This is an optimization exercise on Yosys and OpenROAD, whose aim is small area, a short achievable clock period and few clock cycles, not a production implementation.
RTL that was checked went through simulation tests only; none was proved equivalent to the original.
Function not checked in runs 3 to 5: the RTL went through the layout flow alone.

$ cat design.v
package cds_pkg;
    localparam int DAY_W   = 5;
    localparam int MONTH_W = 4;
    localparam int YEAR_W  = 14;
    localparam int COUNT_W = 16;
    localparam int MASK_W  = 7;
    localparam int WD_W    = 3;
    localparam int DOY_W   = 9;
endpackage
module cds_mod7 (
    input  logic [15:0] x,
    output logic [2:0]  r
);
    logic [5:0] s1;
    logic [3:0] s2;
    logic [2:0] s3;
    assign s1 = 6'(x[2:0]) + 6'(x[5:3]) + 6'(x[8:6]) + 6'(x[11:9]) + 6'(x[14:12]) + 6'(x[15]);
    assign s2 = 4'(s1[2:0]) + 4'(s1[5:3]);
    assign s3 = s2[2:0] + 3'(s2[3]);
    assign r  = (s3 == 3'd7) ? 3'd0 : s3;
endmodule
module cds_month_len (
    input  logic       leap,
    input  logic [3:0] m,
    output logic [4:0] len
);
    always_comb begin
        case (m)
            4'd1, 4'd3, 4'd5, 4'd7, 4'd8, 4'd10, 4'd12: len = 5'd31;
            4'd4, 4'd6, 4'd9, 4'd11:                    len = 5'd30;
            4'd2:    len = leap ? 5'd29 : 5'd28;
            default: len = 5'd0;
        endcase
    end
endmodule
module cds_days_before (
    input  logic [3:0] m,
    output logic [8:0] days
);
    always_comb begin
        case (m)
            4'd2:    days = 9'd31;
            4'd3:    days = 9'd59;
            4'd4:    days = 9'd90;
            4'd5:    days = 9'd120;
            4'd6:    days = 9'd151;
            4'd7:    days = 9'd181;
            4'd8:    days = 9'd212;
            4'd9:    days = 9'd243;
            4'd10:   days = 9'd273;
            4'd11:   days = 9'd304;
            4'd12:   days = 9'd334;
            default: days = 9'd0;
        endcase
    end
endmodule
module cds_doy_split (
    input  logic [8:0] r,
    input  logic       leap,
    output logic [3:0] m,
    output logic [4:0] d
);
    logic       feb29;
    logic [8:0] rr;
    logic [8:0] cum;
    assign feb29 = leap && (r == 9'd59);
    assign rr    = (leap && (r > 9'd59)) ? r - 9'd1 : r;
    always_comb begin
        if (feb29)             m = 4'd2;
        else if (rr < 9'd31)   m = 4'd1;
        else if (rr < 9'd59)   m = 4'd2;
        else if (rr < 9'd90)   m = 4'd3;
        else if (rr < 9'd120)  m = 4'd4;
        else if (rr < 9'd151)  m = 4'd5;
        else if (rr < 9'd181)  m = 4'd6;
        else if (rr < 9'd212)  m = 4'd7;
        else if (rr < 9'd243)  m = 4'd8;
        else if (rr < 9'd273)  m = 4'd9;
        else if (rr < 9'd304)  m = 4'd10;
        else if (rr < 9'd334)  m = 4'd11;
        else                   m = 4'd12;
    end
    cds_days_before u_cum (.m(m), .days(cum));
    assign d = feb29 ? 5'd29 : rr[4:0] - cum[4:0] + 5'd1;
endmodule
module cds_div100 (
    input  logic [13:0] y,
    output logic [7:0]  q,
    output logic [6:0]  rem
);
    logic [13:0]       p41;
    logic [7:0]        qe;
    logic signed [8:0] r0;
    logic              neg, over;
    assign p41  = {6'b0, y[13:6]} + {1'b0, y[13:6], 5'b0} + {3'b0, y[13:6], 3'b0};
    assign qe   = p41[13:6];
    assign r0   = y[8:0] - {qe, 6'b0} - {qe, 5'b0} - {qe, 2'b0};
    assign neg  = r0[8];
    assign over = !neg && (r0 >= 9'sd100);
    assign q    = qe + {{7{neg}}, neg || over};
    assign rem  = 7'(r0 + (neg ? 9'sd100 : over ? -9'sd100 : 9'sd0));
endmodule
module cds_div3 #(
    parameter int W = 15
) (
    input  logic [W-1:0] x,
    output logic [W-1:0] q,
    output logic [1:0]   r
);
    logic [W:0] r1, r0;
    assign r1[W] = 1'b0;
    assign r0[W] = 1'b0;
    for (genvar i = W - 1; i >= 0; i--) begin : g_st
        assign q[i]  = r1[i+1] | (r0[i+1] & x[i]);
        assign r1[i] = (r0[i+1] & !x[i]) | (r1[i+1] & x[i]);
        assign r0[i] = (!r1[i+1] & !r0[i+1] & x[i]) | (r1[i+1] & !x[i]);
    end
    assign r = {r1[0], r0[0]};
endmodule
module cds_pass30 (
    input  logic       back,
    input  logic [3:0] from,
    input  logic [3:0] to,
    output logic       hit
);
    logic [12:0] sel;
    always_comb begin
        sel = '0;
        for (int k = 1; k <= 12; k++) begin
            if (!back) begin
                if (to >= from) sel[k] = (4'(k) > from) && (4'(k) <= to);
                else            sel[k] = (4'(k) > from) || (4'(k) <= to);
            end else begin
                if (to <= from) sel[k] = (4'(k) >= to) && (4'(k) < from);
                else            sel[k] = (4'(k) >= to) || (4'(k) < from);
            end
        end
        hit = sel[4] || sel[6] || sel[9] || sel[11];
    end
endmodule
import cds_pkg::*;
module calendar_date_stepper
#(
    parameter int unsigned MAX_YEAR = 9999
) (
    input  logic               aclk,
    input  logic               aresetn,
    input  logic               cfg_wr_en,
    input  logic [MASK_W-1:0]  cfg_wr_data,
    input  logic               s_valid,
    output logic               s_ready,
    input  logic [1:0]         s_req_type,
    input  logic               s_step_back,
    input  logic [COUNT_W-1:0] s_step_count,
    input  logic [DAY_W-1:0]   s_load_day,
    input  logic [MONTH_W-1:0] s_load_month,
    input  logic [YEAR_W-1:0]  s_load_year,
    output logic               m_valid,
    input  logic               m_ready,
    output logic [DAY_W-1:0]   m_out_day,
    output logic [MONTH_W-1:0] m_out_month,
    output logic [YEAR_W-1:0]  m_out_year,
    output logic [WD_W-1:0]    m_weekday,
    output logic [DOY_W-1:0]   m_day_of_year,
    output logic               m_is_leap,
    output logic [DAY_W-1:0]   m_month_length,
    output logic               m_date_valid,
    output logic               m_is_weekend,
    output logic               m_range_error
);
    localparam logic signed [15:0] MAXY = 16'(MAX_YEAR);
    typedef enum logic [2:0] {
        ST_IDLE = 3'd0,
        ST_D1   = 3'd1,
        ST_D2   = 3'd2,
        ST_M1   = 3'd3,
        ST_M2   = 3'd4,
        ST_G    = 3'd5,
        ST_RW   = 3'd6
    } state_t;
    state_t st;
    logic [4:0]  o_day;
    logic [3:0]  o_month;
    logic [13:0] o_year;
    logic [2:0]  o_wd;
    logic [8:0]  o_doy;
    logic        o_leap;
    logic [4:0]  o_len;
    logic        o_valid;
    logic        o_wkend;
    logic        o_err;
    logic        mvalid;
    logic [8:0]  yc400;    
    logic [6:0]  mask;
    logic               rmon;     
    logic               rback;
    logic signed [17:0] acc;
    logic [2:0]         wdn;
    logic signed [15:0] wy;
    logic signed [10:0] wx;
    logic [3:0]         wm;
    logic [4:0]         wdd;
    logic               werr;
    logic [12:0]        wq;
    logic [6:0]         wrem;
    logic [1:0]         nfc;
    logic               has30;
    logic               fl_e, fl_m, fl_p;
    logic outfree;
    assign outfree = !mvalid || m_ready;
    assign s_ready = (st == ST_IDLE);
    logic        fit, is_day, is_mon, is_step, nz_cnt;
    logic [2:0]  nmod7;
    logic [3:0]  wsum;
    logic [2:0]  wdn_next;
    logic signed [17:0] acc_acc;
    logic [8:0]  acc_a;
    logic [17:0] acc_b;
    assign fit     = o_valid && (o_year != 14'd0) && (o_year <= 14'(MAX_YEAR));
    assign is_day  = (s_req_type == 2'd1);
    assign is_mon  = (s_req_type == 2'd2);
    assign is_step = is_day || is_mon;
    assign nz_cnt  = (s_step_count != 16'd0);
    cds_mod7 u_nmod7 (.x(s_step_count), .r(nmod7));
    logic [2:0] nsel;
    assign nsel     = s_step_back ? ~nmod7 : nmod7;
    assign wsum     = 4'(o_wd) + 4'(nsel);
    assign wdn_next = (wsum >= 4'd7) ? 3'(wsum + 4'd1) : wsum[2:0];
    logic [8:0] doy_m1;
    logic [3:0] mterm;
    assign doy_m1 = o_doy - 9'd1;
    assign mterm  = s_step_back ? 4'd12 - o_month : o_month - 4'd1;
    assign acc_a  = is_day ? (s_step_back ? o_doy : doy_m1) : 9'(mterm);
    assign acc_b  = (is_day && s_step_back) ? ~{2'b00, s_step_count} : {2'b00, s_step_count};
    assign acc_acc = 18'(acc_a) + acc_b;
    logic signed [10:0] a7;
    logic signed [16:0] prod45;
    logic signed [9:0]  de;
    logic signed [10:0] xe;
    logic signed [10:0] t4, t4s, d4, pd;
    logic [2:0]         cnt;
    logic [2:0]         kx;
    logic [10:0]        dy365;
    logic signed [10:0] r0;
    logic               e_lp, e_lm, e_lpp;
    assign a7     = acc[17:7];
    assign prod45 = (17'(a7) <<< 5) + (17'(a7) <<< 3) + (17'(a7) <<< 2) + 17'(a7);
    assign de     = 10'(prod45 >>> 7);
    assign xe     = 11'(yc400) + 11'(de);
    assign t4     = 11'(yc400[1:0]) + 11'(de) + 11'sd3;
    assign t4s    = t4 >>> 2;
    assign d4     = t4s - 11'(yc400[1:0] != 2'd0);
    assign cnt    = 3'(xe > -11'sd100) + 3'(xe > 11'sd0) + 3'(xe > 11'sd100) + 3'(xe > 11'sd200)
                    + 3'(xe > 11'sd300) + 3'(xe > 11'sd400) + 3'(xe > 11'sd500);
    assign kx     = 3'(yc400 > 9'd0) + 3'(yc400 > 9'd100) + 3'(yc400 > 9'd200) + 3'(yc400 > 9'd300);
    assign pd     = d4 - 11'(cnt) + 11'(kx) + 11'(xe > 11'sd0) + 11'(xe > 11'sd400)
                    - 11'(yc400 != 9'd0) + 11'sd1;
    assign dy365  = (11'(de) << 8) + (11'(de) << 6) + (11'(de) << 5) + (11'(de) << 3)
                    + (11'(de) << 2) + 11'(de);
    assign r0     = acc[10:0] - dy365 - pd;
    assign e_lp   = (xe[1:0] == 2'd0) && (xe != -11'sd100) && (xe != 11'sd100) && (xe != 11'sd200)
                    && (xe != 11'sd300) && (xe != 11'sd500);
    assign e_lm   = (xe[1:0] == 2'd1) && (xe != -11'sd99) && (xe != 11'sd101) && (xe != 11'sd201)
                    && (xe != 11'sd301) && (xe != 11'sd501);
    assign e_lpp  = (xe[1:0] == 2'd3) && (xe != -11'sd101) && (xe != 11'sd99) && (xe != 11'sd199)
                    && (xe != 11'sd299) && (xe != 11'sd499);
    logic               rneg, rover;
    logic [9:0]         rfix;
    logic signed [15:0] yfin;
    logic signed [10:0] xfin;
    logic [8:0]         ycfin;
    logic               lfin;
    logic [3:0]         dc_m;
    logic [4:0]         dc_d;
    logic [4:0]         dc_len;
    logic               dc_hi, dc_lo;
    assign rneg  = acc[10];
    assign rover = !rneg && (fl_e ? (acc[9:0] >= 10'd366) : (acc[9:0] >= 10'd365));
    logic [9:0] radd;
    always_comb begin
        if (rneg)       radd = fl_m ? 10'd366 : 10'd365;
        else if (rover) radd = fl_e ? -10'd366 : -10'd365;
        else            radd = 10'd0;
    end
    assign rfix  = acc[9:0] + radd;
    assign yfin  = wy + {{15{rneg}}, rneg || rover};
    assign xfin  = wx + {{10{rneg}}, rneg || rover};
    assign ycfin = 9'(xfin + ((xfin < 11'sd0) ? 11'sd400 : (xfin >= 11'sd400) ? -11'sd400 : 11'sd0));
    assign lfin  = rneg ? fl_m : rover ? fl_p : fl_e;
    cds_doy_split u_split (.r(rfix[8:0]), .leap(lfin), .m(dc_m), .d(dc_d));
    cds_month_len u_dclen (.leap(lfin), .m(dc_m), .len(dc_len));
    assign dc_hi = (yfin > MAXY);
    assign dc_lo = (yfin < 16'sd1);
    logic [14:0] m3q;
    logic [1:0]  m3r;
    logic [12:0] mq;
    logic [3:0]  mr;
    cds_div3 #(.W(15)) u_div3 (.x(acc[16:2]), .q(m3q), .r(m3r));
    assign mq = m3q[12:0];
    assign mr = {m3r, acc[1:0]};
    logic signed [15:0] ymv;
    logic               f_hi, f_lo;
    logic [13:0]        yc;
    logic [3:0]         mc;
    logic [1:0]         dys;
    logic signed [3:0]  nf;
    logic               h30;
    logic [13:0]        fy;
    logic [7:0]         fq;
    logic [6:0]         frem;
    assign ymv  = 16'(o_year) + (rback ? ~{3'b0, wq} : {3'b0, wq}) + 16'(rback);
    assign f_hi = !rback && (ymv > MAXY);
    assign f_lo = rback && (ymv < 16'sd1);
    assign yc   = f_hi ? 14'(MAX_YEAR) : f_lo ? 14'd1 : ymv[13:0];
    assign mc   = f_hi ? 4'd12 : f_lo ? 4'd1 : wm;
    always_comb begin
        if (f_hi)                 dys = (o_year >= 14'd9997) ? 2'(2'd3 - o_year[1:0]) : 2'd3;
        else if (f_lo)            dys = (o_year <= 14'd3) ? 2'(o_year - 14'd1) : 2'd3;
        else if (wq >= 13'd3)     dys = 2'd3;
        else                      dys = wq[1:0];
    end
    always_comb begin
        if (!rback) nf = 4'(dys) - 4'(mc == 4'd1) + 4'(o_month == 4'd1);
        else        nf = 4'(dys) - 4'(o_month < 4'd3) + 4'(mc < 4'd3);
    end
    cds_pass30 u_p30 (.back(rback), .from(o_month), .to(mc), .hit(h30));
    assign fy = (st == ST_IDLE) ? s_load_year : yc;
    cds_div100 u_div100 (.y(fy), .q(fq), .rem(frem));
    logic        g_lp, g_lm, g_lpp, g_feb;
    logic [4:0]  g_l, g_d, g_len;
    logic        g_valid;
    logic [8:0]  g_cum, g_doy;
    logic [2:0]  g_wd;
    logic [8:0]  g_yc400;
    assign g_lp  = (wy[1:0] == 2'd0) && ((wrem != 7'd0)  || (wq[1:0] == 2'd0));
    assign g_lm  = (wy[1:0] == 2'd1) && ((wrem != 7'd1)  || (wq[1:0] == 2'd0));
    assign g_lpp = (wy[1:0] == 2'd3) && ((wrem != 7'd99) || (wq[1:0] == 2'd3));
    assign g_feb = !rback ? ((wm >= 4'd2) ? g_lp : g_lm) : ((wm <= 4'd2) ? g_lp : g_lpp);
    always_comb begin
        if (!rmon)             g_l = 5'd31;
        else if (nfc == 2'd2)  g_l = 5'd28;
        else if (nfc == 2'd1)  g_l = g_feb ? 5'd29 : 5'd28;
        else if (has30)        g_l = 5'd30;
        else                   g_l = 5'd31;
    end
    assign g_d = (wdd < g_l) ? wdd : g_l;
    cds_month_len   u_glen (.leap(g_lp), .m(wm), .len(g_len));
    cds_days_before u_gcum (.m(wm), .days(g_cum));
    assign g_valid = (g_len != 5'd0) && (g_d != 5'd0) && (g_d <= g_len);
    assign g_doy   = g_cum + 9'(g_lp && (wm > 4'd2)) + 9'(g_d);
    logic [1:0]  g_a4;
    logic        g_bnz, g_xnz;
    logic [4:0]  g_k;
    logic [10:0] g_s;
    assign g_a4    = wq[1:0];
    assign g_bnz   = (wrem != 7'd0);
    assign g_xnz   = g_bnz || (g_a4 != 2'd0);
    always_comb begin
        case (g_a4)
            2'd0:    g_k = 5'd5;
            2'd1:    g_k = 5'd10;
            2'd2:    g_k = 5'd15;
            default: g_k = 5'd20;
        endcase
    end
    assign g_s     = 11'(wrem) + 11'((8'(wrem) + 8'd3) >> 2) + 11'(g_doy) + 11'(g_k)
                     - 11'(g_bnz) + 11'(g_xnz);
    cds_mod7 u_gmod7 (.x(16'(g_s)), .r(g_wd));
    always_comb begin
        case (g_a4)
            2'd0:    g_yc400 = 9'(wrem);
            2'd1:    g_yc400 = 9'd100 + 9'(wrem);
            2'd2:    g_yc400 = 9'd200 + 9'(wrem);
            default: g_yc400 = 9'd300 + 9'(wrem);
        endcase
    end
    logic acc_step, rpt_now, commit_d, commit_g, commit_r;
    assign acc_step = is_step && fit && nz_cnt;
    assign rpt_now  = (st == ST_IDLE) && s_valid && (s_req_type != 2'd0) && !acc_step;
    assign commit_r = (rpt_now || (st == ST_RW)) && outfree;
    assign commit_d = (st == ST_D2) && outfree;
    assign commit_g = (st == ST_G) && outfree;
    always_ff @(posedge aclk) begin
        if (!aresetn) begin
            st      <= ST_IDLE;
            mvalid  <= 1'b0;
            mask    <= 7'd96;
            o_day   <= 5'd1;
            o_month <= 4'd1;
            o_year  <= 14'd2000;
            o_wd    <= 3'd6;
            o_doy   <= 9'd1;
            o_leap  <= 1'b1;
            o_len   <= 5'd31;
            o_valid <= 1'b1;
            o_wkend <= 1'b1;
            o_err   <= 1'b0;
            yc400   <= 9'd0;
        end else begin
            if (cfg_wr_en) mask <= cfg_wr_data;
            if (commit_r || commit_d || commit_g) mvalid <= 1'b1;
            else if (m_ready)                     mvalid <= 1'b0;
            unique case (st)
                ST_IDLE: begin
                    if (s_valid) begin
                        if (s_req_type == 2'd0) st <= ST_G;
                        else if (acc_step)      st <= is_day ? ST_D1 : ST_M1;
                        else if (!outfree)      st <= ST_RW;
                    end
                end
                ST_RW:   if (outfree) st <= ST_IDLE;
                ST_D1:   st <= ST_D2;
                ST_D2:   if (outfree) st <= ST_IDLE;
                ST_M1:   st <= ST_M2;
                ST_M2:   st <= ST_G;
                ST_G:    if (outfree) st <= ST_IDLE;
                default: st <= ST_IDLE;
            endcase
            if (commit_r) begin
                o_err   <= (st == ST_RW) ? werr : (is_step && !fit);
                o_wkend <= o_valid && mask[o_wd];
            end
            if (commit_d) begin
                o_valid <= 1'b1;
                if (dc_hi) begin
                    o_day <= 5'd31; o_month <= 4'd12; o_year <= 14'(MAX_YEAR);
                    o_wd <= 3'd5; o_doy <= 9'd365; o_leap <= 1'b0; o_len <= 5'd31;
                    o_wkend <= mask[5]; o_err <= 1'b1; yc400 <= 9'd399;
                end else if (dc_lo) begin
                    o_day <= 5'd1; o_month <= 4'd1; o_year <= 14'd1;
                    o_wd <= 3'd1; o_doy <= 9'd1; o_leap <= 1'b0; o_len <= 5'd31;
                    o_wkend <= mask[1]; o_err <= 1'b1; yc400 <= 9'd1;
                end else begin
                    o_day <= dc_d; o_month <= dc_m; o_year <= yfin[13:0];
                    o_wd <= wdn; o_doy <= rfix[8:0] + 9'd1; o_leap <= lfin; o_len <= dc_len;
                    o_wkend <= mask[wdn]; o_err <= 1'b0; yc400 <= ycfin;
                end
            end
            if (commit_g) begin
                o_day   <= g_d;
                o_month <= wm;
                o_year  <= wy[13:0];
                o_wd    <= g_valid ? g_wd : 3'd0;
                o_doy   <= g_valid ? g_doy : 9'd0;
                o_leap  <= g_lp;
                o_len   <= g_len;
                o_valid <= g_valid;
                o_wkend <= g_valid && mask[g_wd];
                o_err   <= werr;
                yc400   <= g_yc400;
            end
        end
    end
    always_ff @(posedge aclk) begin
        unique case (st)
            ST_IDLE: begin
                rback <= s_step_back;
                acc   <= acc_acc;
                wdn   <= wdn_next;
                rmon  <= is_mon;
                werr  <= is_step && !fit;
                wq    <= 13'(fq);
                wrem  <= frem;
                if (s_req_type == 2'd0) begin
                    wdd <= s_load_day;
                    wm  <= s_load_month;
                    wy  <= 16'(s_load_year);
                end else begin
                    wdd <= o_day;
                    wm  <= o_month;
                    wy  <= 16'(o_year);
                end
            end
            ST_D1: begin
                acc  <= 18'(r0);
                wy   <= 16'(o_year) + 16'(de);
                wx   <= xe;
                fl_e <= e_lp;
                fl_m <= e_lm;
                fl_p <= e_lpp;
            end
            ST_M1: begin
                wq <= mq;
                wm <= rback ? 4'd12 - mr : mr + 4'd1;
            end
            ST_M2: begin
                wy    <= 16'(yc);
                wm    <= mc;
                werr  <= f_hi || f_lo;
                wq    <= 13'(fq);
                wrem  <= frem;
                nfc   <= (nf >= 4'sd2) ? 2'd2 : (nf == 4'sd1) ? 2'd1 : 2'd0;
                has30 <= h30;
            end
            default: ;
        endcase
    end
    assign m_valid        = mvalid;
    assign m_out_day      = o_day;
    assign m_out_month    = o_month;
    assign m_out_year     = o_year;
    assign m_weekday      = o_wd;
    assign m_day_of_year  = o_doy;
    assign m_is_leap      = o_leap;
    assign m_month_length = o_len;
    assign m_date_valid   = o_valid;
    assign m_is_weekend   = o_wkend;
    assign m_range_error  = o_err;
endmodule
$ cat run.sh
#!/bin/bash
# synth_recipe.tcl (not shown) runs the flow's synth.tcl, then flattens the netlist and writes it again
# the make line also repeats each setting of config.mk as NAME=value (left out here)
make -C /OpenROAD-flow-scripts/flow DESIGN_CONFIG=/design/flow/config.mk WORK_HOME=/design/flow/orfs CLKGATE_MAP_FILE= SYNTH_SCRIPT=/design/flow/synth_recipe.tcl finish
$ cat constraint.sdc
create_clock -name core_clock -period 9.0 [get_ports {aclk}]
set_input_delay 1.8000 -clock core_clock [delete_from_list [all_inputs] [get_ports {aclk}]]
set_output_delay 1.8000 -clock core_clock [all_outputs]
set_load 0.01 [all_outputs]
$ cat config.mk
export PLATFORM = sky130hd
export DESIGN_NAME = calendar_date_stepper
export DESIGN_NICKNAME = calendar_date_stepper
export VERILOG_FILES = /design/flow/design.v
export SDC_FILE = /design/flow/constraint.sdc
export NUM_CORES = 4
export LEC_CHECK = 0
export CAP_MARGIN = 20
export CORE_MARGIN = 2
export CORE_UTILIZATION = 60
export SETUP_SLACK_MARGIN = 2.5
export SLEW_MARGIN = 20
==> results of run 1 <==
-- metrics by stage --
step	TNS (ps)	hold slack (ps)	area, um2
finish	-45240	501	30500
global route	-59810	515	30500
CTS	-36740	507	29700
detailed placement	-47150	496	27600
global placement	-40950	472	27600
floorplan	-47070	481	23400
-- kinds of logic after synthesis --
family	synth area share, %
AND/OR/NAND/NOR	14.1
adder cells (fa/ha/maj)	26.9
buffers and inverters	7.57
flip-flops	17.6
XOR/XNOR	9.76
multiplexers	3.27
AO/OA/AOI/OAI	20.8
-- worst reg2reg max path: cells and delay by family (launching register included) --
kind                       cells  cell delay [ps]
xor gates and xnor gates       5              900
adders and majority gates     15             6030
DFF                            1              400
and+or+nand+nor                2              200
buffers and inverters          9              610
AOI/OAI and AO/OA             21             3070
-- cells in the final DEF, fill, tap and decap left out, types with 14 or more instances in the layout --
cell type        instances
or3_1                   15
o211ai_1                22
mux2i_1                 51
a31oi_1                 23
dfxtp_1                 71
ha_4                    31
edfxtp_1                86
ha_1                   275
xnor2_2                 30
buf_4                  474
and2_1                  26
fa_1                    94
a21oi_1                152
nand4_1                 20
clkdlybuf4s50_1         92
a211oi_1                18
inv_2                   38
o21ai_0                105
inv_1                  304
o221ai_1                31
nand2_1                181
nor2b_1                 30
fa_2                    14
xnor2_1                137
o21ai_1                 31
a21o_1                  56
xor2_1                  67
nand2b_1                32
buf_6                   40
nand3_1                 42
o21bai_1                30
nor2_1                 163
a21oi_2                 41
nor3_1                  34
o21a_1                  22
xor2_2                  14
clkbuf_16               20
nor4_1                  16
-- worst paths after layout --
check,to,slack [ps]
worst max-delay path,acc[15],-2420
worst min-delay path,o_err,500
worst max register to register,acc[15],-2420
worst min register to register,o_err,500
-- flip-flops by register name, summed over array words and instances, names as in the netlist, 7 cells and up --
| name | cells |
|---|---|
| acc | 18 |
| o_doy | 9 |
| g_cum | 9 |
| yc400 | 9 |
| mask | 7 |
| o_year | 14 |
| wrem | 7 |
| wy | 16 |
| wq | 13 |
| wx | 11 |
-- metal layers --
| metal | vias up | part of all wire, % |
|---|---|---|
| met5 | - | 0.016 |
| met4 | 2 | 7.3 |
| met3 | 374 | 8.9 |
| met2 | 1265 | 46 |
| met1 | 11200 | 38 |
| li1 | 10700 | - |
-- cell type report --
cell class | count | area [um2]
clock buffer | 20 | 500
multi-input combinational | 2137 | 18900
clock inverter | 12 | 160
sequential | 157 | 4000
inverter | 346 | 1300
tap | 511 | 639
fill | 2436 | 7110
timing repair buffer | 613 | 4990
-- what timing repair did --
action,4_1_cts,5_1_grt
hold buffers,0,0
hold endpoints to repair,0,0
gates resized for setup,233,104
setup buffers,64,29
gates cloned,0,0
setup endpoints to repair,56,69
pin swaps,155,101
==> impl_metrics.yaml, run 1 <==
status:
  status: "complete, but fails checks"
  violations: "negative setup slack"
place:
  place_inst: 3671
  place_ws_ps: -2510
  dp_hpwl_um: 62600
  port_buffers: 99
  gp_congestion: 0.989
job:
  cap_violations: 0
worst_setup_path:
  start_kind: "flop"
  worstPathArrival_ps: 11610
  crit_fanout: 8
  rr_worst_depth: 52
  crit_type: "reg -> reg"
  cp_slowest_stage_delay_ps: 530
  setup.worst_path.end_class: "flop"
  cp_top_family: "adder cells"
  startpoint: "acc[10]"
  cp_slowest_cell: "fa_1"
  crit_required_ps: 9190
  crit_cells: 52
  path_common_cell: "fa_1"
  r2r-start: "acc[10]"
  path_buf_inv: 9
logic_synthesis:
  syn-cell-area_mm2: 0.0228
  ys_seq_area_share_pct: 17.6
  yosys_warnings: 5
  ys_ff_latch: 157
  syn_inst: 2744
  synth_nets: 3221
  synthMostInstantiatedCell: "inv_1"
  synth_top_area_share_pct: 17.3
  synthFlopType: "edfxtp_1"
  synth.distinct_cells: 91
  synthTopCellsByCount: "inv_1 (341), ha_1 (315), a21oi_1 (200), nand2_1 (195), nor2_1 (176)"
  yosys.area.top_type: "ha_1"
  synth_edf_count: 86
  synth_area_leaders: "ha_1 (17%), edfxtp_1 (11%), fa_1 (9.5%)"
  postSynthAreaPerCell_um2: 8.30
  synthArstFlopShare_pct: 0
global_routing:
  grt_pass1_vias: 23700
  grt.met1_usage_pct: 49.8
  grt_first_pass_wirelength_um: 125000
  grtUsageMet3_pct: 7.51
  gr-total-overflow: 0
  met2_usage_pct: 67.4
  grt_max_degree: 63
  top_usage_layer: "met2"
  gr-usage-all-layers_pct: 41.2
  antenna_found_initial: 1
floorplan:
  die_height_um: 199
  fp.dieArea_mm2: 0.0396
  die-width_um: 199
  core_area_mm2: 0.0376
  fp-row-count: 71
  initial_core_util_pct: 60.6
  ios: 100
clocking:
  cts-root-buf: "clkbuf_16"
  clk_transition_reported_paths_ps: 70
  cts_tree: "built"
  cts_sinks: 157
  htree_levels: 4
  clock_path_buffers: 2
  cts_buffers: 17
  worstSkewPairLatency_ps: 460
timing:
  setup_viol: 34
  min_period_ps: 11420
  rsz0062_at_grt: "true"
  finalCritPeriodShare_pct: 127
  fin_ws_ps: -2420
  fin_skew_ps: 12.3
  fmax_mhz: 87.5
  finalHoldViolations: 0
  slew_headroom_pct: 24.8
  drv_slew: 0
  tightest_slew_ps: 1120
drt:
  post_drt_wl_per_cell_um: 21.9
  dr.pass1.iters: 6
  vias: 23600
  avgViaCountPerCell: 6.21
  drc: 0
  routed_wl_um: 83000
  drt_iter0_drc: 2125
  route.antenna.remaining_nets: 0
cells_and_area:
  postLayoutCoreUtil_pct: 81.1
  syn_to_final_growth_pct: 33.7
  nets: 3749
  n_antenna_cell: 0
  stdcell_count: 3796
  drive_gt1_share_pct: 27.2
hold_path:
  hold_path_depth: 2
  min_path_type: "reg -> reg"
  hp-start: "o_err"
Testbench counts, summed over its fixed seeds: cycles 2,927.
==> run 2, diff against run 1 <==
--- a/config.mk
+++ b/config.mk
@@ -9,4 +9,3 @@
 export CORE_MARGIN = 2
-export CORE_UTILIZATION = 60
-export SETUP_SLACK_MARGIN = 2.5
+export CORE_UTILIZATION = 40
 export SLEW_MARGIN = 20
==> run 2 against run 1 <==
The layout still fails its checks (negative setup slack). First-iteration DRC count down 15%. Hold slack better by 7.6 ps. Core utilization down 29 points. Setup slack better by 15 ps. Sequential share of layout area up 0.37 points. Flip-flop and latch count unchanged. Critical path type unchanged. Non-clock buffer count down 44. Critical path depth up 1. Global-route usage down 15 points. Clock skew up 2.8 ps.
==> impl_metrics.yaml, run 2 <==
timing:
  fin_skew_ps: 15.1
  tightest_slew_ps: 1040
  setup_viol: 32
  drv_slew: 0
  slew_headroom_pct: 30.8
  fin_ws_ps: -2410
  finalCritPeriodShare_pct: 127
  finalHoldViolations: 0
  min_period_ps: 11410
  rsz0062_at_grt: "true"
  fmax_mhz: 87.7
logic_synthesis:
  synthTopCellsByCount: "inv_1 (341), ha_1 (315), a21oi_1 (200), nand2_1 (195), nor2_1 (176)"
  synth_area_leaders: "ha_1 (17%), edfxtp_1 (11%), fa_1 (9.5%)"
  syn_inst: 2744
  yosys_warnings: 5
  synth_edf_count: 86
  synthFlopType: "edfxtp_1"
  synth_top_area_share_pct: 17.3
  synthMostInstantiatedCell: "inv_1"
  ys_ff_latch: 157
  postSynthAreaPerCell_um2: 8.30
  syn-cell-area_mm2: 0.0228
  synth.distinct_cells: 91
  yosys.area.top_type: "ha_1"
  synth_nets: 3221
  ys_seq_area_share_pct: 17.6
  synthArstFlopShare_pct: 0
clocking:
  cts-root-buf: "clkbuf_16"
  worstSkewPairLatency_ps: 470
  htree_levels: 4
  clock_path_buffers: 2
  cts_sinks: 157
  cts_buffers: 17
  cts_tree: "built"
  clk_transition_reported_paths_ps: 80
cells_and_area:
  n_antenna_cell: 0
  nets: 3705
  stdcell_count: 3997
  final_cell_mix: "buf_4 (456), inv_1 (315), ha_1 (287)"
  syn_to_final_growth_pct: 30.1
  drive_gt1_share_pct: 23.3
  num-fill-cells: 5295
  largestRegisters: "acc x18, wy x16, o_year x14"
  layout_commonest_cell: "buf_4"
  largest_reg_flops: 18
  top_register: "acc"
drt:
  dr.pass1.iters: 6
  vias: 22500
  route.antenna.remaining_nets: 0
  routed_wl_um: 79400
  drc: 0
  drt_iter0_drc: 1798
  avgViaCountPerCell: 5.62
  post_drt_wl_per_cell_um: 19.9
worst_setup_path:
  path_common_cell: "a21oi_2"
  path_buf_inv: 10
  cp_slowest_cell: "fa_1"
  start_kind: "flop"
  r2r-start: "acc[7]"
  crit_type: "reg -> reg"
  rr_worst_depth: 53
  crit_fanout: 8
  setup.worst_path.end_class: "flop"
  cp_slowest_stage_delay_ps: 570
  reg2reg_to: "acc[15]"
  rrSetupSlack_ps: -2410
  worstPathArrival_ps: 11610
  crit_required_ps: 9200
  cp_top_family: "adder cells"
status:
  violations: "negative setup slack"
  status: "complete, but fails checks"
floorplan:
  core_area_mm2: 0.0564
  die_height_um: 243
  initial_core_util_pct: 40.4
  fp.dieArea_mm2: 0.0589
  fp-row-count: 87
  ios: 100
  die-width_um: 243
hold_path:
  hp-start: "o_err"
  min_path_type: "reg -> reg"
  hold_path_depth: 2
  min_to: "o_err"
global_routing:
  grt_max_degree: 63
  grt_pass1_vias: 22300
  gr-total-overflow: 0
  gr-usage-all-layers_pct: 26.5
  antenna_found_initial: 1
  grt_first_pass_wirelength_um: 123000
place:
  port_buffers: 99
  place_inst: 3907
  gp_congestion: 0.976
  dp_hpwl_um: 64500
job:
  cap_violations: 0
-- run 2: layer usage --
| layer | part of all wire [%] | global-route usage (%) | up-vias |
|---|---|---|---|
| li1 | - | - | 10600 |
| met5 | 0.016 | 0 | - |
| met1 | 43 | 35.0 | 10900 |
| met3 | 6.9 | 4.26 | 147 |
| met4 | 3.4 | 7.98 | 2 |
| met2 | 47 | 44.6 | 827 |
-- run 2: repair_timing --
item | in CTS | in global routing
setup buffers | 52 | 21
gates resized for setup | 98 | 66
endpoints found under the setup margin | 34 | 37
hold buffers | 0 | 0
pin swaps | 111 | 91
-- run 2: through the flow --
step                cell area (um2)  util, %  TNS [ps]  setup slack, ps  hold WS [ps]
floorplan                     23300        -    -47120            -3170           481
global placement              27800     49.4    -43250            -2400           467
detailed placement            27800     49.4    -49140            -2730           490
CTS                           29200     51.8    -39630            -2490           499
global route                  29600     52.6    -54480            -2970           526
finish                        29600     52.6    -38990            -2410           508
-- run 2: cell families after synthesis --
logic type               after synthesis  share of synthesized area [%]
AND/OR/NAND/NOR                      668                           14.1
multiplexers                          68                           3.27
buffers and inverters                450                           7.57
adder cells (fa/ha/maj)              426                           26.9
flip-flops                           157                           17.6
XOR/XNOR                             254                           9.76
AO/OA/AOI/OAI                        721                           20.8
-- run 2: worst max path at each step --
| stage | start | endpoint | slack, ps | cells after the start |
|---|---|---|---|---|
| after CTS | acc[7] | acc[15] | -2490 | 52 |
| after detailed placement | acc[9] | acc[15] | -2730 | 51 |
| final | acc[7] | acc[15] | -2410 | 53 |
| after global routing | acc[7] | acc[14] | -2970 | 53 |
| after global placement | acc[9] | acc[10] | -2400 | 51 |
| after floorplan | acc[10] | acc[10] | -3170 | 53 |
-- run 2: layout make-up --
cell class | instances | area, um2 | area share, %
Clock inverter | 12 | 96.3 | 0.325
Clock buffer | 20 | 457 | 1.54
Sequential cell | 157 | 4000 | 13.5
Inverter | 346 | 1300 | 4.38
Timing Repair Buffer | 569 | 4580 | 15.4
Tap cell | 756 | 946 | 3.19
Multi-Input combinational cell | 2137 | 18300 | 61.6
-- run 2: tightest hold or removal path: cells and delay by family, from the launching register on --
family	cells	cell delay (ps)
flip-flops	1	320
AND/OR/NAND/NOR	1	70
AO/OA/AOI/OAI	1	80
==> run 3, diff against run 2 <==
--- a/design.v
+++ b/design.v
@@ -175,3 +175,2 @@
         ST_D2   = 3'd2,
-        ST_M1   = 3'd3,
         ST_M2   = 3'd4,
@@ -196,3 +195,5 @@
     logic               rback;
-    logic signed [17:0] acc;
+    logic signed [10:0] acc;
+    logic signed [9:0]  de;
+    logic               wc;
     logic [2:0]         wdn;
@@ -229,7 +230,5 @@
     logic [8:0] doy_m1;
-    logic [3:0] mterm;
     assign doy_m1 = o_doy - 9'd1;
-    assign mterm  = s_step_back ? 4'd12 - o_month : o_month - 4'd1;
-    assign acc_a  = is_day ? (s_step_back ? o_doy : doy_m1) : 9'(mterm);
-    assign acc_b  = (is_day && s_step_back) ? ~{2'b00, s_step_count} : {2'b00, s_step_count};
+    assign acc_a  = s_step_back ? o_doy : doy_m1;
+    assign acc_b  = s_step_back ? ~{2'b00, s_step_count} : {2'b00, s_step_count};
     assign acc_acc = 18'(acc_a) + acc_b;
@@ -237,3 +236,17 @@
     logic signed [16:0] prod45;
-    logic signed [9:0]  de;
+    logic signed [9:0]  de_next;
+    assign a7      = acc_acc[17:7];
+    assign prod45  = (17'(a7) <<< 5) + (17'(a7) <<< 3) + (17'(a7) <<< 2) + 17'(a7);
+    assign de_next = 10'(prod45 >>> 7);
+    logic [13:0] n3q;
+    logic [1:0]  n3r;
+    logic [3:0]  mterm;
+    logic [4:0]  mt;
+    logic        mcar;
+    logic [3:0]  mr;
+    cds_div3 #(.W(14)) u_div3 (.x(s_step_count[15:2]), .q(n3q), .r(n3r));
+    assign mterm = s_step_back ? 4'd12 - o_month : o_month - 4'd1;
+    assign mt    = 5'({n3r, s_step_count[1:0]}) + 5'(mterm);
+    assign mcar  = (mt >= 5'd12);
+    assign mr    = mcar ? 4'(mt - 5'd12) : mt[3:0];
     logic signed [10:0] xe;
@@ -245,5 +258,2 @@
     logic               e_lp, e_lm, e_lpp;
-    assign a7     = acc[17:7];
-    assign prod45 = (17'(a7) <<< 5) + (17'(a7) <<< 3) + (17'(a7) <<< 2) + 17'(a7);
-    assign de     = 10'(prod45 >>> 7);
     assign xe     = 11'(yc400) + 11'(de);
@@ -293,9 +303,2 @@
     assign dc_lo = (yfin < 16'sd1);
-    logic [14:0] m3q;
-    logic [1:0]  m3r;
-    logic [12:0] mq;
-    logic [3:0]  mr;
-    cds_div3 #(.W(15)) u_div3 (.x(acc[16:2]), .q(m3q), .r(m3r));
-    assign mq = m3q[12:0];
-    assign mr = {m3r, acc[1:0]};
     logic signed [15:0] ymv;
@@ -310,3 +313,3 @@
     logic [6:0]         frem;
-    assign ymv  = 16'(o_year) + (rback ? ~{3'b0, wq} : {3'b0, wq}) + 16'(rback);
+    assign ymv  = 16'(o_year) + (rback ? ~{3'b0, wq} : {3'b0, wq}) + 16'(rback ? !wc : wc);
     assign f_hi = !rback && (ymv > MAXY);
@@ -318,4 +321,4 @@
         else if (f_lo)            dys = (o_year <= 14'd3) ? 2'(o_year - 14'd1) : 2'd3;
-        else if (wq >= 13'd3)     dys = 2'd3;
-        else                      dys = wq[1:0];
+        else if ((wq >= 13'd3) || ((wq == 13'd2) && wc)) dys = 2'd3;
+        else                      dys = wq[1:0] + 2'(wc);
     end
@@ -406,3 +409,3 @@
                         if (s_req_type == 2'd0) st <= ST_G;
-                        else if (acc_step)      st <= is_day ? ST_D1 : ST_M1;
+                        else if (acc_step)      st <= is_day ? ST_D1 : ST_M2;
                         else if (!outfree)      st <= ST_RW;
@@ -413,3 +416,2 @@
                 ST_D2:   if (outfree) st <= ST_IDLE;
-                ST_M1:   st <= ST_M2;
                 ST_M2:   st <= ST_G;
@@ -457,3 +459,5 @@
                 rback <= s_step_back;
-                acc   <= acc_acc;
+                acc   <= acc_acc[10:0];
+                de    <= de_next;
+                wc    <= mcar;
                 wdn   <= wdn_next;
@@ -461,3 +465,3 @@
                 werr  <= is_step && !fit;
-                wq    <= 13'(fq);
+                wq    <= is_mon ? n3q[12:0] : 13'(fq);
                 wrem  <= frem;
@@ -469,3 +473,3 @@
                     wdd <= o_day;
-                    wm  <= o_month;
+                    wm  <= s_step_back ? 4'd12 - mr : mr + 4'd1;
                     wy  <= 16'(o_year);
@@ -474,3 +478,3 @@
             ST_D1: begin
-                acc  <= 18'(r0);
+                acc  <= r0;
                 wy   <= 16'(o_year) + 16'(de);
@@ -481,6 +485,2 @@
             end
-            ST_M1: begin
-                wq <= mq;
-                wm <= rback ? 4'd12 - mr : mr + 4'd1;
-            end
             ST_M2: begin
==> run 3 against run 2 <==
Setup slack improved by 1300 ps. Clock-buffer cell count down 3. First-iteration DRC count fell by 4.6%. Hold slack improved by 37 ps. Design area decreased by 0.72%. Synthesized cell count increased by 0.15%. Flip-flop and latch count is 4 higher. The layout still fails its checks (negative setup slack). Final cell count shrank 0.43%. Area after synthesis up 0.79%.
==> impl_metrics.yaml, run 3 <==
status:
  status: "complete, but fails checks"
  violations: "negative setup slack"
timing:
  setup_viol: 16
  finalCritPeriodShare_pct: 112
  rsz0062_at_grt: "true"
  slew_headroom_pct: 31.2
  min_period_ps: 10110
  tightest_slew_ps: 1020
  fmax_mhz: 98.9
  fin_skew_ps: 15.8
  drv_slew: 0
  finalHoldViolations: 0
  fin_ws_ps: -1110
logic_synthesis:
  postSynthAreaPerCell_um2: 8.36
  ys_ff_latch: 161
  synth_edf_count: 90
  synthFlopType: "edfxtp_1"
  syn-cell-area_mm2: 0.0230
  ys_seq_area_share_pct: 18.0
  synth_top_area_share_pct: 17.3
  synthMostInstantiatedCell: "inv_1"
  synthArstFlopShare_pct: 0
  yosys_warnings: 5
  synth.distinct_cells: 100
  synthTopCellsByCount: "inv_1 (334), ha_1 (318), a21oi_1 (222), nand2_1 (198), nor2_1 (177)"
  synth_nets: 3229
  syn_inst: 2748
  yosys.area.top_type: "ha_1"
  synth_area_leaders: "ha_1 (17%), edfxtp_1 (12%), fa_1 (9.5%)"
hold_path:
  hold_path_depth: 2
  min_path_type: "reg -> reg"
  min_to: "o_len[3]"
  hp-start: "o_len[3]"
place:
  place_ws_ps: -1340
  dp_hpwl_um: 65900
  gp_congestion: 0.995
  port_buffers: 99
clocking:
  cts-root-buf: "clkbuf_16"
  cts_tree: "built"
  cts_sinks: 161
  worstSkewPairLatency_ps: 490
  cts_buffers: 17
  clock_path_buffers: 2
  clk_transition_reported_paths_ps: 80
  postCtsHoldBufs: 0
  htree_levels: 4
job:
  cap_violations: 0
cells_and_area:
  largestRegisters: "wy x16, o_year x14, wq x13"
  layout_commonest_cell: "buf_4"
  top_register: "wy"
  postLayoutCoreUtil_pct: 52.0
  final_cell_mix: "buf_4 (431), inv_1 (309), ha_1 (296)"
  drive_gt1_share_pct: 21.3
  nets: 3691
  largest_reg_flops: 16
  syn_to_final_growth_pct: 28.1
worst_setup_path:
  path_buf_inv: 4
  cp_slowest_cell: "fa_1"
  crit_type: "reg -> reg"
  r2r-start: "rback"
  worstPathArrival_ps: 10360
  reg2reg_to: "wq[6]"
  rrSetupSlack_ps: -1110
  rr_worst_depth: 41
  crit_required_ps: 9250
  setup.worst_path.end_class: "flop"
  cp_slowest_stage_delay_ps: 550
  start_kind: "flop"
  cp_top_family: "adder cells"
  crit_fanout: 4
global_routing:
  gr-total-overflow: 0
  gr-usage-all-layers_pct: 26.9
  grt_pass1_vias: 22200
  antenna_found_initial: 0
  grt_first_pass_wirelength_um: 125000
  grt_max_degree: 35
floorplan:
  fp-row-count: 87
  core_area_mm2: 0.0566
  die-width_um: 244
  fp.dieArea_mm2: 0.0594
  ios: 100
  die_height_um: 244
  initial_core_util_pct: 40.6
drt:
  dr.pass1.iters: 8
  route.antenna.remaining_nets: 0
  avgViaCountPerCell: 5.60
  post_drt_wl_per_cell_um: 20.1
  vias: 22300
  drc: 0
  drt_iter0_drc: 1716
  routed_wl_um: 79900
[run 3: worst max path at each step]
stage           from  endpoint  cells after the start
6_report       rback     wq[6]                     41
5_1_grt        rback     wq[6]                     42
4_1_cts        rback     wq[6]                     43
3_5_place_dp   rback     wq[6]                     40
3_3_place_gp   rback     wq[6]                     44
2_1_floorplan  rback     wq[6]                     46
[run 3: worst register-to-register path: cells and delay by family (launching register included)]
| family | cells | cell delay [ps] |
|---|---|---|
| adder cells (fa/ha/maj) | 9 | 3380 |
| AO/OA/AOI/OAI | 13 | 3150 |
| AND/OR/NAND/NOR | 9 | 1380 |
| XOR/XNOR | 6 | 1200 |
| flip-flops | 1 | 430 |
| buffers and inverters | 4 | 350 |
[run 3: final cells by class]
cell class	instances	area, um2
Antenna cell	1	2.50
Clock buffer	17	425
Clock inverter	15	123
Fill cell	5320	27200
Inverter	344	1300
Multi-Input combinational cell	2145	18200
Sequential cell	161	4120
Tap cell	756	946
Timing Repair Buffer	541	4350
[run 3: kinds of logic (layout without fill, tap and decap cells)]
logic type,after synthesis,after routing,synth area share [%]
AND/OR/NAND/NOR,659,659,13.7
other,0,1,0
flip-flops,161,161,18.0
buffers and inverters,442,917,7.30
adder cells (fa/ha/maj),429,429,26.9
XOR/XNOR,245,245,9.52
multiplexers,60,60,2.85
AO/OA/AOI/OAI,752,752,21.7
[run 3: layer usage]
layer,global-route usage (%),up-vias,wire (um)
li1,-,10700,-
met1,35.8,10800,35400
met2,44.5,717,37000
met3,3.76,139,4620
met4,9.97,0,2920
met5,0,-,0
[run 3: timing repair]
item | in CTS | in global routing
gates resized for setup | 85 | 90
endpoints found under the setup margin | 21 | 36
buffers inserted | 34 | 23
endpoints found under the hold margin | 0 | 0
pin swaps | 103 | 118
[run 3: per-stage QoR]
step | setup TNS (ps) | std cells | hold WS, ps | cell area, um2
3_5_place_dp | -15720 | 3900 | 524 | 27700
2_1_floorplan | -11700 | 2748 | 460 | 23200
3_3_place_gp | -9800 | 3900 | 514 | 27700
5_1_grt | -18280 | 3979 | 557 | 29400
6_report | -9650 | 3980 | 545 | 29400
4_1_cts | -6890 | 3966 | 536 | 28900
==> run 4, diff against run 3 <==
--- a/design.v
+++ b/design.v
@@ -218,3 +218,3 @@
     logic [8:0]  acc_a;
-    logic [17:0] acc_b;
+    logic signed [17:0] acc_b;
     assign fit     = o_valid && (o_year != 14'd0) && (o_year <= 14'(MAX_YEAR));
@@ -234,8 +234,10 @@
     assign acc_acc = 18'(acc_a) + acc_b;
-    logic signed [10:0] a7;
-    logic signed [16:0] prod45;
+    logic signed [23:0] bx, p45;
     logic signed [9:0]  de_next;
-    assign a7      = acc_acc[17:7];
-    assign prod45  = (17'(a7) <<< 5) + (17'(a7) <<< 3) + (17'(a7) <<< 2) + 17'(a7);
-    assign de_next = 10'(prod45 >>> 7);
+    logic signed [10:0] xe_next;
+    assign bx      = 24'(acc_b);
+    assign p45     = (bx <<< 5) + (bx <<< 3) + (bx <<< 2) + bx
+                     + 24'({acc_a, 5'b0}) + 24'({acc_a, 3'b0}) + 24'({acc_a, 2'b0}) + 24'(acc_a);
+    assign de_next = 10'(p45 >>> 14);
+    assign xe_next = 11'(yc400) + 11'(de_next);
     logic [13:0] n3q;
@@ -251,3 +253,2 @@
     assign mr    = mcar ? 4'(mt - 5'd12) : mt[3:0];
-    logic signed [10:0] xe;
     logic signed [10:0] t4, t4s, d4, pd;
@@ -258,3 +259,2 @@
     logic               e_lp, e_lm, e_lpp;
-    assign xe     = 11'(yc400) + 11'(de);
     assign t4     = 11'(yc400[1:0]) + 11'(de) + 11'sd3;
@@ -262,6 +262,6 @@
     assign d4     = t4s - 11'(yc400[1:0] != 2'd0);
-    assign cnt    = 3'(xe > -11'sd100) + 3'(xe > 11'sd0) + 3'(xe > 11'sd100) + 3'(xe > 11'sd200)
-                    + 3'(xe > 11'sd300) + 3'(xe > 11'sd400) + 3'(xe > 11'sd500);
+    assign cnt    = 3'(wx > -11'sd100) + 3'(wx > 11'sd0) + 3'(wx > 11'sd100) + 3'(wx > 11'sd200)
+                    + 3'(wx > 11'sd300) + 3'(wx > 11'sd400) + 3'(wx > 11'sd500);
     assign kx     = 3'(yc400 > 9'd0) + 3'(yc400 > 9'd100) + 3'(yc400 > 9'd200) + 3'(yc400 > 9'd300);
-    assign pd     = d4 - 11'(cnt) + 11'(kx) + 11'(xe > 11'sd0) + 11'(xe > 11'sd400)
+    assign pd     = d4 - 11'(cnt) + 11'(kx) + 11'(wx > 11'sd0) + 11'(wx > 11'sd400)
                     - 11'(yc400 != 9'd0) + 11'sd1;
@@ -270,8 +270,8 @@
     assign r0     = acc[10:0] - dy365 - pd;
-    assign e_lp   = (xe[1:0] == 2'd0) && (xe != -11'sd100) && (xe != 11'sd100) && (xe != 11'sd200)
-                    && (xe != 11'sd300) && (xe != 11'sd500);
-    assign e_lm   = (xe[1:0] == 2'd1) && (xe != -11'sd99) && (xe != 11'sd101) && (xe != 11'sd201)
-                    && (xe != 11'sd301) && (xe != 11'sd501);
-    assign e_lpp  = (xe[1:0] == 2'd3) && (xe != -11'sd101) && (xe != 11'sd99) && (xe != 11'sd199)
-                    && (xe != 11'sd299) && (xe != 11'sd499);
+    assign e_lp   = (wx[1:0] == 2'd0) && (wx != -11'sd100) && (wx != 11'sd100) && (wx != 11'sd200)
+                    && (wx != 11'sd300) && (wx != 11'sd500);
+    assign e_lm   = (wx[1:0] == 2'd1) && (wx != -11'sd99) && (wx != 11'sd101) && (wx != 11'sd201)
+                    && (wx != 11'sd301) && (wx != 11'sd501);
+    assign e_lpp  = (wx[1:0] == 2'd3) && (wx != -11'sd101) && (wx != 11'sd99) && (wx != 11'sd199)
+                    && (wx != 11'sd299) && (wx != 11'sd499);
     logic               rneg, rover;
@@ -329,3 +329,3 @@
     cds_pass30 u_p30 (.back(rback), .from(o_month), .to(mc), .hit(h30));
-    assign fy = (st == ST_IDLE) ? s_load_year : yc;
+    assign fy = (st == ST_IDLE) ? s_load_year : ymv[13:0];
     cds_div100 u_div100 (.y(fy), .q(fq), .rem(frem));
@@ -356,3 +356,2 @@
     logic [4:0]  g_k;
-    logic [10:0] g_s;
     assign g_a4    = wq[1:0];
@@ -368,5 +367,20 @@
     end
-    assign g_s     = 11'(wrem) + 11'((8'(wrem) + 8'd3) >> 2) + 11'(g_doy) + 11'(g_k)
-                     - 11'(g_bnz) + 11'(g_xnz);
-    cds_mod7 u_gmod7 (.x(16'(g_s)), .r(g_wd));
+    logic [7:0] g_yp;
+    logic [2:0] g_ym, g_cm;
+    logic [5:0] g_ds;
+    assign g_yp = 8'(wrem) + 8'((8'(wrem) + 8'd3) >> 2) + 8'(g_k) - 8'(g_bnz) + 8'(g_xnz);
+    cds_mod7 u_ymod7 (.x(16'(g_yp)), .r(g_ym));
+    always_comb begin
+        case (wm)
+            4'd2, 4'd3, 4'd11: g_cm = 3'd3;
+            4'd4, 4'd7:        g_cm = 3'd6;
+            4'd5:              g_cm = 3'd1;
+            4'd6:              g_cm = 3'd4;
+            4'd8:              g_cm = 3'd2;
+            4'd9, 4'd12:       g_cm = 3'd5;
+            default:           g_cm = 3'd0;
+        endcase
+    end
+    assign g_ds = 6'(g_ym) + 6'(g_cm) + 6'(g_lp && (wm > 4'd2)) + 6'(g_d);
+    cds_mod7 u_gmod7 (.x(16'(g_ds)), .r(g_wd));
     always_comb begin
@@ -461,2 +475,3 @@
                 de    <= de_next;
+                wx    <= xe_next;
                 wc    <= mcar;
@@ -480,3 +495,2 @@
                 wy   <= 16'(o_year) + 16'(de);
-                wx   <= xe;
                 fl_e <= e_lp;
@@ -489,4 +503,4 @@
                 werr  <= f_hi || f_lo;
-                wq    <= 13'(fq);
-                wrem  <= frem;
+                wq    <= f_hi ? 13'd99 : f_lo ? 13'd0 : 13'(fq);
+                wrem  <= f_hi ? 7'd99 : f_lo ? 7'd1 : frem;
                 nfc   <= (nf >= 4'sd2) ? 2'd2 : (nf == 4'sd1) ? 2'd1 : 2'd0;
==> run 4 against run 3 <==
The layout still fails its checks (negative setup slack). Register-to-register slack better by 1000 ps. Setup slack better by 1000 ps. Final cell count fell by 0.48%. Design area fell by 1.2%. Non-clock buffer count fell by 241. Via count up 1.4%. Global-route usage is 1.5 points lower. First-iteration DRC count rose by 2.5%. Fmax up 11%. Largest cell class unchanged.
==> impl_metrics.yaml, run 4 <==
place:
  place_ws_ps: -441
  dpl_cell_area_mm2: 0.0280
  dp_hpwl_um: 65700
  gp_congestion: 0.911
  place_inst: 3909
  port_buffers: 99
timing:
  hold-worst-slack_ps: 574
  finalHoldViolations: 0
  min_period_ps: 9080
  fin_skew_ps: 15.1
  fmax_mhz: 110
  fin_ws_ps: -80.5
  drv_slew: 0
  setup_viol: 1
  slew_headroom_pct: 25.8
  tightest_slew_ps: 1100
  rsz0062_at_grt: "true"
  finalCritPeriodShare_pct: 101
floorplan:
  core_area_mm2: 0.0616
  die_height_um: 254
  ios: 100
  die-width_um: 254
  fp.dieArea_mm2: 0.0643
  initial_core_util_pct: 40.5
  fp-row-count: 91
cells_and_area:
  n_antenna_cell: 0
  nets: 3668
  multiInputGateArea_mm2: 0.0195
  syn_to_final_growth_pct: 16.7
  drive_gt1_share_pct: 12.1
  final_cell_mix: "ha_1 (332), inv_1 (316), buf_4 (198)"
  largestRegisters: "wy x16, o_year x14, wq x13"
  stdcell_count: 3961
  largest_reg_flops: 16
  num-fill-cells: 6001
  top_register: "wy"
  fin_area_mm2: 0.0291
  postLayoutCoreUtil_pct: 47.2
  final-seq-area_mm2: 0.00418
  layout_commonest_cell: "ha_1"
global_routing:
  grt_pass1_vias: 22700
  grt_first_pass_wirelength_um: 127000
  gr-usage-all-layers_pct: 25.5
  grt_max_degree: 64
  antenna_found_initial: 2
  gr-total-overflow: 0
logic_synthesis:
  synth_top_area_share_pct: 17.6
  synthArstFlopShare_pct: 0
  synth_edf_count: 90
  yosys_warnings: 5
  synthFlopType: "edfxtp_1"
  synth_nets: 3454
  syn_inst: 2897
  ys_ff_latch: 164
  synthTopCellsByCount: "ha_1 (350), inv_1 (324), nand2_1 (199), nor2_1 (195), a21oi_1 (193)"
  synth.distinct_cells: 109
  syn-cell-area_mm2: 0.0249
  synthMostInstantiatedCell: "ha_1"
  yosys.area.top_type: "ha_1"
  ys_seq_area_share_pct: 16.8
  postSynthAreaPerCell_um2: 8.60
  synth_area_leaders: "ha_1 (18%), fa_1 (12%), edfxtp_1 (11%)"
worst_setup_path:
  start_kind: "flop"
  crit_fanout: 3
  setup.worst_path.end_class: "flop"
  worstPathArrival_ps: 9400
  crit_type: "reg -> reg"
  cp_slowest_stage_delay_ps: 490
  cp_slowest_cell: "fa_1"
  crit_required_ps: 9320
  path_common_cell: "fa_1"
drt:
  wl_met1_um: 36900
  drc: 0
  post_drt_wl_per_cell_um: 20.6
  routed_wl_um: 81500
  vias: 22600
  wl_met3_um: 4840
  route.antenna.remaining_nets: 0
  avgViaCountPerCell: 5.70
  top_layer_used: "met4"
  drt_iter0_drc: 1759
  dr.pass1.iters: 6
  wl_met2_um: 37600
clocking:
  cts_sinks: 164
  cts_tree: "built"
  clk_transition_reported_paths_ps: 70
  cts-root-buf: "clkbuf_16"
  worstSkewPairLatency_ps: 490
  cts_buffers: 17
  clock_path_buffers: 2
  htree_levels: 4
status:
  status: "complete, but fails checks"
  violations: "negative setup slack"
job:
  cap_violations: 0
hold_path:
  min_path_type: "reg -> reg"
run 4: cell types whose count changed after synthesis, sizes merged, moves of 20 or more:
cell / previous run / this run
fa: 109 / 153
ha: 318 / 350
a21oi: 222 / 196
a21o: 51 / 71
nor2b: 22 / 42
nor3: 71 / 51
run 4: worst max-delay path: cells and delay by family (launching register included):
family,cells,cell delay [ps]
and+or+nand+nor,6,830
adders and majority gates,15,4480
muxes,1,210
xor gates and xnor gates,8,1340
AOI/OAI and AO/OA,10,1310
DFF,1,360
buffers and inverters,6,340
run 4: routing by layer:
layer | vias up | track usage, %
met3 | 117 | 3.39
met4 | 0 | 8.23
met5 | - | 0
met2 | 710 | 41.7
li1 | 10700 | -
met1 | 11000 | 34.7
run 4: what timing repair did:
action,4_1_cts,5_1_grt
hold buffers,0,0
endpoints found under the setup margin,6,11
buffers inserted,9,11
resized for setup,18,52
pin swaps,21,26
run 4: final timing paths:
check | start | to | slack, ps | cells after the start
setup / recovery | wq[0] | o_wkend | -80 | 46
hold / removal | wy[7] | o_year[7] | 570 | 2
setup reg to reg | wq[0] | o_wkend | -80 | 46
hold reg to reg | wy[7] | o_year[7] | 570 | 2
run 4: cells by family after synthesis:
group                    synth area share (%)
XOR/XNOR                                 8.83
AND/OR/NAND/NOR                          14.4
flip-flops                               16.8
multiplexers                             2.73
buffers and inverters                    6.79
other                                  0.0151
adder cells (fa/ha/maj)                  30.0
AO/OA/AOI/OAI                            20.5
run 4: metrics by stage:
stage	TNS [ps]
3_3_place_gp	-307
2_1_floorplan	-159
4_1_cts	-95.1
5_1_grt	-2120
3_5_place_dp	-751
6_report	-80.5
run 4: layout make-up:
type / instances / area share (%)
clock buffers: 21 / 1.62
well taps: 837 / 3.60
inverters: 333 / 4.30
clock inverters: 11 / 0.331
flip-flops and latches: 164 / 14.4
repair buffers: 300 / 8.65
multi-input cells: 2295 / 67.1
==> run 5, diff against run 4 <==
--- a/design.v
+++ b/design.v
@@ -216,3 +216,3 @@
     logic [2:0]  wdn_next;
-    logic signed [17:0] acc_acc;
+    logic [10:0] acc_acc;
     logic [8:0]  acc_a;
@@ -233,10 +233,21 @@
     assign acc_b  = s_step_back ? ~{2'b00, s_step_count} : {2'b00, s_step_count};
-    assign acc_acc = 18'(acc_a) + acc_b;
-    logic signed [23:0] bx, p45;
+    assign acc_acc = 11'(acc_a) + acc_b[10:0];
+    logic signed [11:0] bx;
+    logic [7:0]         ax45;
+    logic signed [17:0] p45;
     logic signed [9:0]  de_next;
     logic signed [10:0] xe_next;
-    assign bx      = 24'(acc_b);
-    assign p45     = (bx <<< 5) + (bx <<< 3) + (bx <<< 2) + bx
-                     + 24'({acc_a, 5'b0}) + 24'({acc_a, 3'b0}) + 24'({acc_a, 2'b0}) + 24'(acc_a);
-    assign de_next = 10'(p45 >>> 14);
+    assign bx      = acc_b[17:6];
+    always_comb begin
+        case (acc_a[8:6])
+            3'd0:    ax45 = 8'd0;
+            3'd1:    ax45 = 8'd45;
+            3'd2:    ax45 = 8'd90;
+            3'd3:    ax45 = 8'd135;
+            3'd4:    ax45 = 8'd180;
+            default: ax45 = 8'd225;
+        endcase
+    end
+    assign p45     = (18'(bx) <<< 5) + (18'(bx) <<< 3) + (18'(bx) <<< 2) + 18'(bx) + 18'(ax45);
+    assign de_next = 10'(p45 >>> 8);
     assign xe_next = 11'(yc400) + 11'(de_next);
--- a/config.mk
+++ b/config.mk
@@ -7,5 +7,6 @@
 export LEC_CHECK = 0
+export ABC_CLOCK_PERIOD_IN_PS = 7000
 export CAP_MARGIN = 20
 export CORE_MARGIN = 2
-export CORE_UTILIZATION = 40
+export CORE_UTILIZATION = 55
 export SLEW_MARGIN = 20
==> run 5 against run 4 <==
The layout still fails its checks (negative setup slack). Clock-buffer cell count fell by 4. Critical path depth rose by 4. Area after synthesis decreased by 4.8%.
==> impl_metrics.yaml, run 5 <==
logic_synthesis:
  synthFlopType: "edfxtp_1"
  synth.distinct_cells: 97
  synthMostInstantiatedCell: "ha_1"
  synth_top_area_share_pct: 17.5
  syn_inst: 2813
  yosys.area.top_type: "ha_1"
  synthTopCellsByCount: "ha_1 (331), inv_1 (284), nor2_1 (210), a21oi_1 (195), nand2_1 (181)"
  synth_edf_count: 90
  yosys_warnings: 5
  syn-cell-area_mm2: 0.0237
  ys_seq_area_share_pct: 17.6
  ys_ff_latch: 164
  synth_nets: 3311
  postSynthAreaPerCell_um2: 8.43
  synthArstFlopShare_pct: 0
  synth_area_leaders: "ha_1 (17%), edfxtp_1 (11%), fa_1 (9.5%)"
hold_path:
  min_path_type: "reg -> reg"
timing:
  tightest_slew_ps: 1090
  hold-worst-slack_ps: 542
  finalHoldViolations: 0
  slew_headroom_pct: 26.8
  min_period_ps: 9210
  fmax_mhz: 109
  finalCritPeriodShare_pct: 102
  fin_ws_ps: -212
  fin_skew_ps: 16.3
  drv_slew: 0
  rsz0062_at_grt: "true"
  setup_viol: 5
global_routing:
  grt_first_pass_wirelength_um: 124000
  grt_pass1_vias: 22700
  top_usage_layer: "met2"
  grt.met1_usage_pct: 45.1
  gr-usage-all-layers_pct: 35.8
  grtUsageMet3_pct: 5.74
  met2_usage_pct: 61.2
  grt_max_degree: 64
  antenna_found_initial: 1
  gr-total-overflow: 0
status:
  violations: "negative setup slack"
  status: "complete, but fails checks"
job:
  cap_violations: 0
cells_and_area:
  largestRegisters: "wy x16, o_year x14, wq x13"
  n_antenna_cell: 0
  syn_to_final_growth_pct: 20.0
  top_register: "wy"
  nets: 3620
  final_cell_mix: "ha_1 (311), buf_4 (280), inv_1 (271)"
  drive_gt1_share_pct: 15.4
  postLayoutCoreUtil_pct: 66.5
  largest_reg_flops: 16
  fin_area_mm2: 0.0284
  stdcell_count: 3681
  num-fill-cells: 3632
  layout_commonest_cell: "ha_1"
floorplan:
  fp-row-count: 76
  initial_core_util_pct: 55.4
  die_height_um: 212
  fp.dieArea_mm2: 0.0448
  ios: 100
  die-width_um: 212
  core_area_mm2: 0.0428
worst_setup_path:
  crit_fanout: 3
  cp_slowest_cell: "fa_1"
  start_kind: "flop"
  worstPathArrival_ps: 9560
  crit_required_ps: 9350
  crit_type: "reg -> reg"
  setup.worst_path.end_class: "flop"
  cp_slowest_stage_delay_ps: 530
clocking:
  cts_buffers: 17
  htree_levels: 4
  clock_path_buffers: 2
  cts_sinks: 164
  clk_transition_reported_paths_ps: 80
  cts-root-buf: "clkbuf_16"
  worstSkewPairLatency_ps: 490
  cts_tree: "built"
place:
  place_ws_ps: -490
  port_buffers: 99
  place_inst: 3625
  dp_hpwl_um: 64800
  gp_congestion: 0.978
  dpl_cell_area_mm2: 0.0273
drt:
  avgViaCountPerCell: 6.24
  dr.pass1.iters: 5
  drc: 0
  post_drt_wl_per_cell_um: 21.7
  vias: 23000
  routed_wl_um: 80000
  route.antenna.remaining_nets: 0
  drt_iter0_drc: 2093
run 5: cell count changes in the layout (fill, tap and decap cells not counted), sizes merged, moves of 12 or more:
cell / before / now
xnor2: 162 / 145
inv: 332 / 291
buf: 203 / 289
or3: 27 / 15
nand2: 199 / 181
ha: 350 / 331
nor2: 195 / 210
o21ai: 135 / 168
fa: 153 / 113
a21o: 71 / 55
run 5: final cells by class:
cell class	instances	area (um2)	share of cell area [%]
sequential	164	4180	14.7
multi-input combinational	2264	18700	65.8
clock inverter	15	165	0.581
inverter	289	1100	3.86
clock buffer	17	425	1.50
tap	546	683	2.40
timing repair buffer	386	3170	11.1
run 5: kinds of logic after synthesis:
group | count (synthesis) | synth area share, %
AOI/OAI and AO/OA | 785 | 22.4
and+or+nand+nor | 734 | 15.1
adders and majority gates | 445 | 27.0
buffers and inverters | 385 | 6.17
xor gates and xnor gates | 240 | 9.04
DFF | 164 | 17.6
muxes | 59 | 2.67
other | 1 | 0.0158
run 5: worst paths after layout:
kind	startpoint	to	slack, ps	cells after the start
worst max register to register	wq[1]	o_wkend	-210	50
worst max-delay path	wq[1]	o_wkend	-210	50
worst min-delay path	o_len[1]	o_len[1]	540	2
worst min register to register	o_len[1]	o_len[1]	540	2
run 5: worst max-delay path: cells and delay by family (launching register included):
family / cells / cell delay [ps]
fa+ha+maj: 15 / 4330
compound gates: 13 / 1860
xor+xnor: 7 / 1140
simple gates: 6 / 660
flops: 1 / 460
buf+inv: 8 / 400
mux: 1 / 210
run 5: through the flow:
stage          setup TNS [ps]
3_5_place_dp            -4410
6_report                 -663
3_3_place_gp            -1310
5_1_grt                 -4170
2_1_floorplan           -65.8
4_1_cts                  -265
run 5: routing by layer:
layer | up-vias | share of wire [%]
met5 | - | 0.016
met4 | 2 | 4.1
met1 | 11100 | 41
met2 | 955 | 48
met3 | 210 | 7.0
li1 | 10800 | -
run 5: repair_timing:
action | in CTS | in global routing
endpoints found under the hold margin | 0 | 0
hold buffers | 0 | 0
resized for setup | 23 | 65
setup endpoints to repair | 9 | 27
setup buffers | 13 | 12
cloned | 0 | 0
pin swaps | 44 | 44

-- static timing again, ports no longer ideal --
Ports are ideal in the flow. The routed layouts listed here were re-timed in OpenROAD.
Step 1 (the two cells are an assumption about what drives the block):
set clk [get_ports {aclk}]
set_driving_cell -lib_cell sky130_fd_sc_hd__clkbuf_16 $clk
set_driving_cell -lib_cell sky130_fd_sc_hd__buf_2 [delete_from_list [all_inputs] $clk]
Step 2 moves the port delays by t, midway between the first and last clock arrival at a register: inputs arrive t later, outputs are due t later. That takes back most of the time a late clock gives input paths.
Three values: ideal, step 1, step 2; two values: the first two.
| run | t (ns) | setup slack, ns | hold WS [ns] | worst setup path after step 2 | latest minus earliest clock arrival (ns) |
|---|---|---|---|---|---|
| run 1 | 0.514 | -2.423 / -2.423 / -2.423 | 0.501 / 0.501 / 0.501 | register to register | 0.013 / 0.013 |
| run 2 | 0.526 | -2.408 / -2.408 / -2.408 | 0.508 / 0.508 / 0.508 | register to register | 0.015 / 0.015 |
| run 3 | 0.537 | -1.109 / -1.109 / -1.109 | 0.545 / 0.545 / 0.545 | register to register | 0.017 / 0.016 |
| run 4 | 0.538 | -0.081 / -0.081 / -0.081 | 0.574 / 0.574 / 0.574 | register to register | 0.017 / 0.017 |
| run 5 | 0.542 | -0.212 / -0.212 / -0.212 | 0.542 / 0.542 / 0.542 | register to register | 0.017 / 0.017 |
